From an optimization exercise on the open Yosys and OpenROAD flow, aimed at a short achievable clock period and few clock cycles per item; shortcuts taken in it are not production practice.
Only simulation tests tie the RTL to the original design; equivalence was not proved.

**flow/config.mk**
```make
export PLATFORM = sky130hd
export DESIGN_NAME = dfu_top
export DESIGN_NICKNAME = dfu_top
export VERILOG_FILES = /design/flow/design.v
export SDC_FILE = /design/flow/constraint.sdc
export NUM_CORES = 4
export LEC_CHECK = 0
export CAP_MARGIN = 20
export CORE_MARGIN = 2
export CORE_UTILIZATION = 40
export SLEW_MARGIN = 20
```
**flow/run.sh**
```bash
#!/bin/bash
# synth_recipe.tcl (not shown) runs the flow's synth.tcl, then flattens the netlist and writes it again
# the make line also repeats each setting of config.mk as NAME=value (left out here)
make -C /OpenROAD-flow-scripts/flow DESIGN_CONFIG=/design/flow/config.mk WORK_HOME=/design/flow/orfs CLKGATE_MAP_FILE= SYNTH_SCRIPT=/design/flow/synth_recipe.tcl finish
```
**flow/design.v**
```verilog
package dfu_pkg;
	localparam int DATA_W = 32;
	localparam int MUL_LATENCY = 4;
	typedef logic [DATA_W-1:0] word_t;
	typedef enum logic [4:0] {
		OP_ADD,
		OP_SUB,
		OP_MUL,
		OP_AND,
		OP_OR,
		OP_XOR,
		OP_SHL,
		OP_LSHR,
		OP_ASHR,
		OP_EQ,
		OP_NE,
		OP_UGT,
		OP_UGE,
		OP_ULT,
		OP_ULE,
		OP_SGT,
		OP_SGE,
		OP_SLT,
		OP_SLE
	} alu_op_t;
endpackage
module operand_join (
	input  logic             a_valid,
	input  dfu_pkg::alu_op_t a_op,
	input  dfu_pkg::word_t   a_data,
	input  logic             b_valid,
	input  dfu_pkg::word_t   b_data,
	output logic             a_ready,
	output logic             b_ready,
	input  logic             mul_busy,
	output logic             alu_tok_valid,
	output dfu_pkg::alu_op_t alu_tok_op,
	output dfu_pkg::word_t   alu_tok_a,
	output dfu_pkg::word_t   alu_tok_b,
	input  logic             alu_tok_ready,
	output logic             mul_tok_valid,
	output dfu_pkg::alu_op_t mul_tok_op,
	output dfu_pkg::word_t   mul_tok_a,
	output dfu_pkg::word_t   mul_tok_b,
	input  logic             mul_tok_ready
);
	logic join_valid;
	logic is_mul;
	logic alu_open;
	logic dest_ready;
	assign join_valid = a_valid & b_valid;
	assign is_mul = (a_op == dfu_pkg::OP_MUL);
	assign alu_open = ~mul_busy;
	assign mul_tok_valid = join_valid & is_mul;
	assign mul_tok_op = a_op;
	assign mul_tok_a = a_data;
	assign mul_tok_b = b_data;
	assign alu_tok_valid = join_valid & ~is_mul & alu_open;
	assign alu_tok_op = a_op;
	assign alu_tok_a = a_data;
	assign alu_tok_b = b_data;
	assign dest_ready = is_mul ? mul_tok_ready : (alu_tok_ready & alu_open);
	assign a_ready = join_valid & dest_ready;
	assign b_ready = join_valid & dest_ready;
endmodule
module int_alu (
	input  logic             tok_valid,
	input  dfu_pkg::alu_op_t tok_op,
	input  dfu_pkg::word_t   tok_a,
	input  dfu_pkg::word_t   tok_b,
	output logic             tok_ready,
	output logic             alu_valid,
	output dfu_pkg::word_t   alu_data,
	input  logic             alu_ready
);
	logic signed [dfu_pkg::DATA_W-1:0] sa;
	logic signed [dfu_pkg::DATA_W-1:0] sb;
	assign sa = tok_a;
	assign sb = tok_b;
	assign alu_valid = tok_valid;
	assign tok_ready = alu_ready;
	always_comb begin
		alu_data = '0;
		case (tok_op)
			dfu_pkg::OP_ADD:  alu_data = tok_a + tok_b;
			dfu_pkg::OP_SUB:  alu_data = tok_a - tok_b;
			dfu_pkg::OP_AND:  alu_data = tok_a & tok_b;
			dfu_pkg::OP_OR:   alu_data = tok_a | tok_b;
			dfu_pkg::OP_XOR:  alu_data = tok_a ^ tok_b;
			dfu_pkg::OP_SHL:  alu_data = tok_a << tok_b;
			dfu_pkg::OP_LSHR: alu_data = tok_a >> tok_b;
			dfu_pkg::OP_ASHR: alu_data = dfu_pkg::word_t'(sa >>> tok_b);
			dfu_pkg::OP_EQ:   alu_data[0] = (tok_a == tok_b);
			dfu_pkg::OP_NE:   alu_data[0] = (tok_a != tok_b);
			dfu_pkg::OP_UGT:  alu_data[0] = (tok_a > tok_b);
			dfu_pkg::OP_UGE:  alu_data[0] = (tok_a >= tok_b);
			dfu_pkg::OP_ULT:  alu_data[0] = (tok_a < tok_b);
			dfu_pkg::OP_ULE:  alu_data[0] = (tok_a <= tok_b);
			dfu_pkg::OP_SGT:  alu_data[0] = (sa > sb);
			dfu_pkg::OP_SGE:  alu_data[0] = (sa >= sb);
			dfu_pkg::OP_SLT:  alu_data[0] = (sa < sb);
			dfu_pkg::OP_SLE:  alu_data[0] = (sa <= sb);
			default: alu_data = '0;
		endcase
	end
endmodule
module mul_pipe (
	input  logic             clk,
	input  logic             rst,
	input  logic             tok_valid,
	input  dfu_pkg::alu_op_t tok_op,
	input  dfu_pkg::word_t   tok_a,
	input  dfu_pkg::word_t   tok_b,
	output logic             tok_ready,
	output logic             mul_valid,
	output dfu_pkg::word_t   mul_data,
	input  logic             mul_ready,
	output logic             mul_busy
);
	logic                   ce;
	logic                   accept;
	logic [dfu_pkg::MUL_LATENCY-1:0] stage_valid;
	dfu_pkg::word_t                  op_a;
	dfu_pkg::word_t                  op_b;
	dfu_pkg::word_t                  prod_q [1:dfu_pkg::MUL_LATENCY-1];
	logic                   slot_valid;
	dfu_pkg::word_t                  slot_data;
	assign ce = ~slot_valid | mul_ready;
	assign tok_ready = ce;
	assign accept = tok_valid & ce;
	always_ff @(posedge clk) begin
		if (ce) begin
			op_a <= tok_a;
			op_b <= tok_b;
			prod_q[1] <= op_a * op_b;
			for (int i = 2; i < dfu_pkg::MUL_LATENCY; i++) begin
				prod_q[i] <= prod_q[i-1];
			end
		end
	end
	always_ff @(posedge clk or posedge rst) begin
		if (rst) begin
			stage_valid <= '0;
		end else if (ce) begin
			stage_valid <= {stage_valid[dfu_pkg::MUL_LATENCY-2:0], accept};
		end
	end
	always_ff @(posedge clk or posedge rst) begin
		if (rst) begin
			slot_valid <= 1'b0;
		end else if (ce) begin
			slot_valid <= stage_valid[dfu_pkg::MUL_LATENCY-1];
		end
	end
	always_ff @(posedge clk) begin
		if (ce) begin
			slot_data <= prod_q[dfu_pkg::MUL_LATENCY-1];
		end
	end
	assign mul_valid = slot_valid;
	assign mul_data = slot_data;
	assign mul_busy = (|stage_valid) | slot_valid;
endmodule
module result_buffer (
	input  logic           clk,
	input  logic           rst,
	input  logic           alu_valid,
	input  dfu_pkg::word_t alu_data,
	output logic           alu_ready,
	input  logic           mul_valid,
	input  dfu_pkg::word_t mul_data,
	output logic           mul_ready,
	output logic           res_valid,
	output dfu_pkg::word_t res_data,
	input  logic           res_ready
);
	logic  in_valid;
	dfu_pkg::word_t in_data;
	logic  full;
	dfu_pkg::word_t slot_data;
	assign in_valid = alu_valid | mul_valid;
	assign in_data = mul_valid ? mul_data : alu_data;
	assign alu_ready = ~full;
	assign mul_ready = ~full;
	always_ff @(posedge clk or posedge rst) begin
		if (rst) begin
			full <= 1'b0;
		end else if (full) begin
			full <= ~res_ready;
		end else begin
			full <= in_valid & ~res_ready;
		end
	end
	always_ff @(posedge clk) begin
		if (~full) begin
			slot_data <= in_data;
		end
	end
	assign res_valid = full | in_valid;
	assign res_data = full ? slot_data : in_data;
endmodule
module dfu_top (
	input  logic        clk,
	input  logic        rst,
	input  logic        a_valid,
	input  logic [4:0]  a_op,
	input  logic [31:0] a_data,
	output logic        a_ready,
	input  logic        b_valid,
	input  logic [31:0] b_data,
	output logic        b_ready,
	output logic        res_valid,
	output logic [31:0] res_data,
	input  logic        res_ready
);
	logic    alu_tok_valid;
	dfu_pkg::alu_op_t alu_tok_op;
	dfu_pkg::word_t   alu_tok_a;
	dfu_pkg::word_t   alu_tok_b;
	logic    alu_tok_ready;
	logic    mul_tok_valid;
	dfu_pkg::alu_op_t mul_tok_op;
	dfu_pkg::word_t   mul_tok_a;
	dfu_pkg::word_t   mul_tok_b;
	logic    mul_tok_ready;
	logic  alu_valid;
	dfu_pkg::word_t alu_data;
	logic  alu_ready;
	logic  mul_valid;
	dfu_pkg::word_t mul_data;
	logic  mul_ready;
	logic  mul_busy;
	operand_join join0 (
		.a_valid       (a_valid),
		.a_op          (dfu_pkg::alu_op_t'(a_op)),
		.a_data        (a_data),
		.b_valid       (b_valid),
		.b_data        (b_data),
		.a_ready       (a_ready),
		.b_ready       (b_ready),
		.mul_busy      (mul_busy),
		.alu_tok_valid (alu_tok_valid),
		.alu_tok_op    (alu_tok_op),
		.alu_tok_a     (alu_tok_a),
		.alu_tok_b     (alu_tok_b),
		.alu_tok_ready (alu_tok_ready),
		.mul_tok_valid (mul_tok_valid),
		.mul_tok_op    (mul_tok_op),
		.mul_tok_a     (mul_tok_a),
		.mul_tok_b     (mul_tok_b),
		.mul_tok_ready (mul_tok_ready)
	);
	int_alu alu0 (
		.tok_valid (alu_tok_valid),
		.tok_op    (alu_tok_op),
		.tok_a     (alu_tok_a),
		.tok_b     (alu_tok_b),
		.tok_ready (alu_tok_ready),
		.alu_valid (alu_valid),
		.alu_data  (alu_data),
		.alu_ready (alu_ready)
	);
	mul_pipe mul0 (
		.clk       (clk),
		.rst       (rst),
		.tok_valid (mul_tok_valid),
		.tok_op    (mul_tok_op),
		.tok_a     (mul_tok_a),
		.tok_b     (mul_tok_b),
		.tok_ready (mul_tok_ready),
		.mul_valid (mul_valid),
		.mul_data  (mul_data),
		.mul_ready (mul_ready),
		.mul_busy  (mul_busy)
	);
	result_buffer rbuf0 (
		.clk       (clk),
		.rst       (rst),
		.alu_valid (alu_valid),
		.alu_data  (alu_data),
		.alu_ready (alu_ready),
		.mul_valid (mul_valid),
		.mul_data  (mul_data),
		.mul_ready (mul_ready),
		.res_valid (res_valid),
		.res_data  (res_data),
		.res_ready (res_ready)
	);
endmodule
```
**flow/constraint.sdc**
```tcl
create_clock -name core_clock -period 9.0 [get_ports {clk}]
set_input_delay 1.8000 -clock core_clock [delete_from_list [all_inputs] [get_ports {clk}]]
set_output_delay 1.8000 -clock core_clock [all_outputs]
set_load 0.01 [all_outputs]
```
==> results.cfg <==
[synth]
async_flop_share_pct = 2.61
synthTopCellsByArea = fa_1 25%, edfxtp_1 18%, ha_1 8.4%
synthDistinctLibCells = 84
synth_top_area_share_pct = 25.3
syn_area_sq_mm = 0.0325
yosys.area.top_type = fa_1
syn_avg_cell_area_sq_um = 9.00
syn-instance-count = 3609
yosys_most_used_dff = edfxtp_1
yosysSeqAreaShare_pct = 20.2
yosysWarnings = 4
synth_edf_count = 192
synth_nets = 4312
ys_ff_latch = 230

[floorplanning]
die_x_microns = 289
start_util_pct = 40.4
die_y_microns = 289
core_area_sq_mm = 0.0804
placementRows = 104
io_pins = 109
dieArea_sq_mm = 0.0835

[timing]
finalSetupViolCount = 0
fmax_ghz = 0.117
period_needed_ns = 8.58
setup_slack_ns = 0.420
worst_pin_slew_ns = 1.13
hold_viol_final = 0
slew_viol_final = 0
max-slew-margin-rel_pct = 24.4
rsz0062_at_grt = false
period_share_pct = 95.3
fin_skew_ns = 0.0244
whs_ns = 0.413

[detailed_routing]
num_vias = 28107
drcViolationCount = 0
ant_nets = 0
vias_per_cell = 5.91
wl_per_cell_microns = 27.9
drtIter0Drc = 3426
drtPass1Iterations = 6
wl_microns = 133000

[grt]
grt_pass1_vias = 27151
overflow = 0
grt_use_total_pct = 31.7
grt_first_pass_wirelength_microns = 192000
grt.busiest_layer = met2
grtUsageMet1_pct = 43.8
grtUsageMet2_pct = 48.1
grt_max_degree = 156
antenna_found_initial = 3
use_met3_pct = 5.80

[finish]
post-route-util_pct = 45.0
area_growth_pct = 11.4
final_cells = 4754
layout.nets = 4372
layout_commonest_cell = inv_1
fillers = 7867
drive_above_1_share_pct = 7.20
final_cell_mix = 505 x inv_1, 437 x nand2_1, 410 x fa_1

[clock_tree]
cts_hold_buf = 0
clock_latency_ns = 0.62
htreeDepth = 1
clk_pin_slew_ns = 0.06
cts_tree = yes
cts_setup_buffers = 0
cts_resized = 0
clock-sinks = 230
numCtsBuffers = 29
cts_buffer_depth = 3
cts-root-buf = clkbuf_16

[hold_path]
hp-start = mul0.prod_q[2][9]
holdCritPathClass = reg2reg

[worst_setup_path]
arrival_ns = 6.78
required_ns = 7.20
r2r-start = mul0.op_b[4]
end_kind = output pin
start_kind = input port
crit_start = b_data[24]
path_class = in2out
crit_fanout = 32

[placed_design]
gp_congestion = 1.12
dp.cells = 4698
place_ws_ns = 0.834
dp_hpwl_microns = 106000
port_buffers = 108

[flow_run]
max_cap_violations = 0

[outcome]
outcome = timing/DRC/antenna clean
metal layers:
metal	vias to the layer above	part of all wire, %
li1	12129	-
met1	14088	41
met2	1560	44
met3	326	9.2
met4	4	5.8
met5	-	0.020
cells in the mapped netlist (9+ instances only):
library cell / count
fa_1: 410
mux2i_1: 68
ha_1: 219
nand3_1: 28
nor3_1: 56
o31ai_1: 14
o221ai_1: 14
mux4_2: 21
nor4_1: 19
inv_1: 506
xnor2_1: 84
o21a_1: 11
a31oi_1: 26
a211oi_1: 37
a221oi_1: 29
clkbuf_1: 170
xor2_1: 15
or3_1: 11
buf_2: 30
o21ai_0: 128
o21bai_1: 17
a21oi_1: 207
o22ai_1: 18
edfxtp_1: 192
nor2b_1: 26
a22oi_1: 27
a221o_1: 11
o211ai_1: 26
nor2_1: 198
mux2_2: 21
nand2_1: 438
nand2b_1: 22
nand4_1: 9
and2_1: 280
a21o_1: 23
o2111ai_1: 12
buf_1: 12
dfxtp_1: 32
worst paths after layout:
path / depth (start not counted) / to / slack [ns]
worst max-delay path: 15 / res_data[5] / 0.42
worst min-delay path: 0 / mul0.prod_q[3][9] / 0.41
worst max register to register: 24 / mul0.prod_q[1][31] / 0.91
worst min register to register: 0 / mul0.prod_q[3][9] / 0.41
max in group asynchronous: 2 / rbuf0.full / 7.39
min in group asynchronous: 2 / mul0.stage_valid[1] / 1.38
state kept, by name (all words and copies together), names as in the netlist:
register,count
mul0.stage_valid,4
mul0.op_b,32
mul0.slot_data,32
mul0.slot_valid,1
mul0.prod_q,96
rbuf0.slot_data,32
mul0.op_a,32
rbuf0.full,1
critical path, cell delays in order:
cell and delay [ns]:
clkdlybuf4s50_1 0.72, nor4_1 0.81, and4_1 0.36, nand2_1 0.13
buf_12 0.20, nor3_1 0.22, buf_4 0.18, nand2_1 0.05
o211ai_1 0.09, o21ai_0 0.35, a21oi_1 0.27, o221ai_1 0.32
a222oi_1 0.48, buf_4 0.23, clkdlybuf4s50_1 0.55
per-stage QoR:
| step | setup TNS [ns] | area, sq um |
|---|---|---|
| after CTS | 0 | 36200 |
| after global routing | 0 | 36200 |
| after detailed placement | 0 | 35100 |
| final | 0 | 36200 |
| after floorplan | 0 | 32500 |
| after global placement | -0.553 | 35100 |
layout make-up:
class / instances / area [sq um] / area share [%]
Clock buffer: 32 / 737 / 2.04
Clock inverter: 22 / 327 / 0.902
Multi-Input combinational cell: 2654 / 23200 / 64.0
Sequential cell: 230 / 6560 / 18.1
Inverter: 506 / 1900 / 5.25
Timing Repair Buffer: 248 / 2160 / 5.98
Tap cell: 1060 / 1330 / 3.66
Antenna cell: 2 / 5.00 / 0.0138
cell families after synthesis:
group	share of synthesized area, %
buffers and inverters	8.58
AND/OR/NAND/NOR	16.6
flip-flops	20.2
adder cells (fa/ha/maj)	33.7
multiplexers	4.28
AO/OA/AOI/OAI	14.0
XOR/XNOR	2.67
Testbench counts, summed over its fixed seeds: cycles 18,428, items 8,000.

-- what the ideal ports hide --
The results above use ideal ports. As a check the final layout listed here was re-extracted and re-timed, cells and wires unchanged.
Step 1 sets driving cells, clkbuf_16 on the clock port and buf_2 on the other inputs (assumed; they add their load-dependent delay and slew).
Step 2 times the ports against the registers' clock, not the clock port: input delays grow and output delays shrink by t, the midpoint of the rising clock arrivals with the driver on.
a / b / c = ideal ports / drivers / drivers and shift; a / b = the first two.
shift t [ns]: 0.671
slack for setup (ns): 0.420 / 0.396 / 0.396
worst setup path at the end: input to output
worst slew at a driven data input, ns: 0.06
After both steps this run still meets setup and hold. For this run, drivers alone change the setup slack by -0.024 ns; drivers and shift together by -0.024 ns.
